What follows belongs to an exercise in optimizing a design on an open flow for a short achievable clock period and few clock cycles per item; a production flow would make more cautious choices.
The RTL was checked by simulation tests, not by an equivalence proof against the original design.

east:
==> module tsvm_div, before the edit <==
module tsvm_div (
  input  wire logic        clk_i,
  input  wire logic        rst_ni,
  input  wire logic        start_i,
  input  wire logic        abort_i,    
  input  wire logic [31:0] dividend_i,
  input  wire logic [31:0] divisor_i,
  output logic             busy_o,
  output logic             done_o,
  output logic             done_next_o,
  output logic [31:0]      quotient_o
);
  localparam logic [2:0] DIdle = 3'd0, DLzc = 3'd1, DNorm = 3'd2, DIter = 3'd3,
                         DDone = 3'd4;
  logic [2:0]  st_q, st_d;
  logic        busy_q, done_q;
  logic [31:0] a_q, b_q;       
  logic [33:0] b3_q;          
  logic        neg_q;
  logic [5:0]  za_q, zb_q;
  logic [31:0] rem_q, quo_q, qm_q;
  logic [33:0] d1_q, d3_q;     
  logic [3:0]  cnt_q;
  logic [5:0]  nsh;
  logic [4:0]  k0;
  logic        zero_q;
  logic [34:0] df1, df2, df3;
  logic [1:0]  qd;
  logic [31:0] rem_it, quo_n, qm_n;
  function automatic logic [5:0] lzc32(input logic [31:0] x);
    lzc32 = 6'd32;
    for (int i = 0; i < 32; i++) begin
      if (x[i]) lzc32 = 6'(31 - i);
    end
  endfunction
  assign nsh    = zb_q - za_q;
  assign k0     = {nsh[4:1], 1'b0};    
  assign zero_q = (zb_q < za_q);       
  assign df1 = {3'b000, rem_q} - {1'b0, d1_q};
  assign df2 = {3'b000, rem_q} - {d1_q, 1'b0};
  assign df3 = {3'b000, rem_q} - {1'b0, d3_q};
  always_comb begin
    if (!df3[34])      begin qd = 2'd3; rem_it = df3[31:0]; end
    else if (!df2[34]) begin qd = 2'd2; rem_it = df2[31:0]; end
    else if (!df1[34]) begin qd = 2'd1; rem_it = df1[31:0]; end
    else               begin qd = 2'd0; rem_it = rem_q;     end
  end
  assign quo_n = {quo_q[29:0], qd};
  assign qm_n  = (qd != 2'd0) ? {quo_q[29:0], qd - 2'd1} : {qm_q[29:0], 2'b11};
  always_comb begin
    case (st_q)
      DLzc:    st_d = DNorm;
      DNorm:   st_d = zero_q ? DDone : DIter;
      DIter:   st_d = (cnt_q == 4'd0) ? DDone : DIter;
      default: st_d = start_i ? DLzc : DIdle;
    endcase
    if (abort_i) st_d = DIdle;
  end
  assign busy_o      = busy_q;
  assign done_o      = done_q;
  assign done_next_o = (st_d == DDone);
  assign quotient_o  = neg_q ? ~qm_q : quo_q;
  always_ff @(posedge clk_i or negedge rst_ni) begin
    if (!rst_ni) begin
      st_q   <= DIdle;
      busy_q <= 1'b0;
      done_q <= 1'b0;
    end else begin
      st_q   <= st_d;
      busy_q <= (st_d == DLzc) || (st_d == DNorm) || (st_d == DIter);
      done_q <= (st_d == DDone);
    end
  end
  logic in_norm, in_iter, in_keep;
  assign in_norm = (st_q == DNorm);
  assign in_iter = (st_q == DIter);
  assign in_keep = ~in_norm & ~in_iter;
  always_ff @(posedge clk_i) begin
    if (start_i) begin
      a_q   <= dividend_i[31] ? (~dividend_i + 1'b1) : dividend_i;
      b_q   <= divisor_i[31]  ? (~divisor_i + 1'b1)  : divisor_i;
      neg_q <= dividend_i[31] ^ divisor_i[31];
    end
    if (st_q == DLzc) begin
      za_q <= lzc32(a_q);
      zb_q <= lzc32(b_q);
      b3_q <= {2'b00, b_q} + {1'b0, b_q, 1'b0};
    end
    rem_q <= ({32{in_norm}} & a_q) | ({32{in_iter}} & rem_it) | ({32{in_keep}} & rem_q);
    d1_q  <= ({34{in_norm}} & ({2'b00, b_q} << k0)) | ({34{in_iter}} & {2'b00, d1_q[33:2]})
           | ({34{in_keep}} & d1_q);
    d3_q  <= ({34{in_norm}} & (b3_q << k0)) | ({34{in_iter}} & {2'b00, d3_q[33:2]})
           | ({34{in_keep}} & d3_q);
    cnt_q <= ({4{in_norm}} & nsh[4:1]) | ({4{in_iter}} & (cnt_q - 1'b1)) | ({4{in_keep}} & cnt_q);
    quo_q <= ({32{in_iter}} & quo_n) | ({32{in_keep}} & quo_q);
    qm_q  <= {32{in_norm}} | ({32{in_iter}} & qm_n) | ({32{in_keep}} & qm_q);
  end
endmodule
Settings: LEC_CHECK=0, ABC_AREA=0, ABC_CLOCK_PERIOD_IN_PS=1200, CAP_MARGIN=20, CORE_MARGIN=2, CORE_UTILIZATION=40, SLEW_MARGIN=20, TNS_END_PERCENT=100; clock period 10.0 ns.
standard.sh (not shown) runs the stock make flow with config.mk's settings and CLKGATE_MAP_FILE= SYNTH_SCRIPT=/design/flow/synth_recipe.tcl, a recipe that flattens the netlist after the stock synthesis.
==> flow/flow/run.sh <==
#!/bin/bash
set -euo pipefail
export SETUP_SLACK_MARGIN=7.0
bash standard.sh > standard.log 2>&1
Testbench counts of east, summed over its fixed seeds: cycles 20,450, items 20,000.
Relative to east, the following input files were edited for west:
-- flow/design.v --
<<< east, line 176
  logic        busy_q, done_q;
  logic [31:0] a_q, b_q;       
  logic [33:0] b3_q;          
  logic        neg_q;
  logic [5:0]  za_q, zb_q;
  logic [31:0] rem_q, quo_q, qm_q;
  logic [33:0] d1_q, d3_q;     
  logic [3:0]  cnt_q;
  logic [5:0]  nsh;
  logic [4:0]  k0;
  logic        zero_q;
  logic [34:0] df1, df2, df3;
  logic [1:0]  qd;
  logic [31:0] rem_it, quo_n, qm_n;
  function automatic logic [5:0] lzc32(input logic [31:0] x);
    lzc32 = 6'd32;
>>> west, line 176
  logic        busy_q, done_q;
  logic [31:0] a_q, b_q;       
  logic        neg_q;
  logic [5:0]  za_q, zb_q;
  logic [31:0] rem_q, bs_q, quo_q, qm_q;
  logic [4:0]  cnt_q;
  logic [32:0] diff;
  logic [5:0]  nsh;
  logic        bit_q, zero_q;
  logic [31:0] quo_n, qm_n;
  function automatic logic [5:0] lzc32(input logic [31:0] x);
    lzc32 = 6'd32;
<<< east, line 195
  endfunction
  assign nsh    = zb_q - za_q;
  assign k0     = {nsh[4:1], 1'b0};    
  assign zero_q = (zb_q < za_q);       
  assign df1 = {3'b000, rem_q} - {1'b0, d1_q};
  assign df2 = {3'b000, rem_q} - {d1_q, 1'b0};
  assign df3 = {3'b000, rem_q} - {1'b0, d3_q};
  always_comb begin
    if (!df3[34])      begin qd = 2'd3; rem_it = df3[31:0]; end
    else if (!df2[34]) begin qd = 2'd2; rem_it = df2[31:0]; end
    else if (!df1[34]) begin qd = 2'd1; rem_it = df1[31:0]; end
    else               begin qd = 2'd0; rem_it = rem_q;     end
  end
  assign quo_n = {quo_q[29:0], qd};
  assign qm_n  = (qd != 2'd0) ? {quo_q[29:0], qd - 2'd1} : {qm_q[29:0], 2'b11};
  always_comb begin
    case (st_q)
      DLzc:    st_d = DNorm;
      DNorm:   st_d = zero_q ? DDone : DIter;
      DIter:   st_d = (cnt_q == 4'd0) ? DDone : DIter;
      default: st_d = start_i ? DLzc : DIdle;
    endcase
>>> west, line 191
  endfunction
  assign nsh    = zb_q - za_q;
  assign zero_q = (zb_q < za_q);     
  assign diff   = {1'b0, rem_q} - {1'b0, bs_q};
  assign bit_q  = ~diff[32];
  assign quo_n = bit_q ? {quo_q[30:0], 1'b1} : {quo_q[30:0], 1'b0};
  assign qm_n  = bit_q ? {quo_q[30:0], 1'b0} : {qm_q[30:0], 1'b1};
  always_comb begin
    case (st_q)
      DLzc:    st_d = DNorm;
      DNorm:   st_d = zero_q ? DDone : DIter;
      DIter:   st_d = (cnt_q == 5'd0) ? DDone : DIter;
      default: st_d = start_i ? DLzc : DIdle;
    endcase
<<< east, line 233
  end
  logic in_norm, in_iter, in_keep;
  assign in_norm = (st_q == DNorm);
  assign in_iter = (st_q == DIter);
  assign in_keep = ~in_norm & ~in_iter;
  always_ff @(posedge clk_i) begin
    if (start_i) begin
>>> west, line 221
  end
  logic in_norm, in_iter, in_keep;
  logic [31:0] rem_it;
  assign in_norm = (st_q == DNorm);
  assign in_iter = (st_q == DIter);
  assign in_keep = ~in_norm & ~in_iter;
  assign rem_it  = bit_q ? diff[31:0] : rem_q;
  always_ff @(posedge clk_i) begin
    if (start_i) begin
<<< east, line 245
      za_q <= lzc32(a_q);
      zb_q <= lzc32(b_q);
      b3_q <= {2'b00, b_q} + {1'b0, b_q, 1'b0};
    end
    rem_q <= ({32{in_norm}} & a_q) | ({32{in_iter}} & rem_it) | ({32{in_keep}} & rem_q);
    d1_q  <= ({34{in_norm}} & ({2'b00, b_q} << k0)) | ({34{in_iter}} & {2'b00, d1_q[33:2]})
           | ({34{in_keep}} & d1_q);
    d3_q  <= ({34{in_norm}} & (b3_q << k0)) | ({34{in_iter}} & {2'b00, d3_q[33:2]})
           | ({34{in_keep}} & d3_q);
    cnt_q <= ({4{in_norm}} & nsh[4:1]) | ({4{in_iter}} & (cnt_q - 1'b1)) | ({4{in_keep}} & cnt_q);
    quo_q <= ({32{in_iter}} & quo_n) | ({32{in_keep}} & quo_q);
    qm_q  <= {32{in_norm}} | ({32{in_iter}} & qm_n) | ({32{in_keep}} & qm_q);
>>> west, line 235
      za_q <= lzc32(a_q);
      zb_q <= lzc32(b_q);
    end
    rem_q <= ({32{in_norm}} & a_q) | ({32{in_iter}} & rem_it) | ({32{in_keep}} & rem_q);
    bs_q  <= ({32{in_norm}} & (b_q << nsh[4:0])) | ({32{in_iter}} & {1'b0, bs_q[31:1]})
           | ({32{in_keep}} & bs_q);
    cnt_q <= ({5{in_norm}} & nsh[4:0]) | ({5{in_iter}} & (cnt_q - 1'b1)) | ({5{in_keep}} & cnt_q);
    quo_q <= ({32{in_iter}} & quo_n) | ({32{in_keep}} & quo_q);
    qm_q  <= {32{in_norm}} | ({32{in_iter}} & qm_n) | ({32{in_keep}} & qm_q);
Findings:
west has completed all stages; timing, DRC and antenna checks passed. west vs east on data arrival time of the critical path: west is the lower one. [compare] base=east new=west: relative area of non-clock buffer cells in the final design now smaller; routing usage on met1 picked up an extra 0.35 points. Going from east to west, the layout overhead on the synthesized area was found to have gone down by 5.2 points. | final-layout worst hold slack | west vs east | worse |. Wire length (west / east): 0.931. When west is measured against east, its setup fix buffers added after clock tree synthesis turns out 100 lower. [compare] base=east new=west: number of non-clock inverters -21%; die area went down by about 6%; number of instances in the synthesized netlist down about 7.5%. Going from east to west, x dimension of the die shows a reduction of 3.1%.
Testbench counts of west, summed over its fixed seeds: cycles 20,779, items 20,000.

-- port drivers added, routing unchanged --
No port has a modelled driver above. Below, the same layouts with a new extraction and two added sets of constraints. Step 1, drivers: a clkbuf_16 drives clk_i and a buf_2 each remaining input, both assumed. Step 2 moves the port delays by t, midway between the first and last clock arrival at a register: inputs arrive t later, outputs are due t later. That takes back most of the time a late clock gives input paths. Three values: ideal ports, drivers, drivers and shift; two values: the first two.
| run | shift t [ns] | setup WS [ns] | worst setup path at the end | clock arrival spread, ns | slew at the worst register clock pin (ns) |
|---|---|---|---|---|---|
| east | 1.050 | 6.219 / 6.219 / 6.219 | register to register | 0.104 / 0.105 | 0.08 / 0.08 |
| west | 1.008 | 6.526 / 6.419 / 6.306 | input to register | 0.090 / 0.090 | 0.07 / 0.07 |
After both steps every run listed still meets setup and hold. The setup slack of west, which loses most, moves by -0.107 ns with the drivers and by -0.220 ns with both steps.
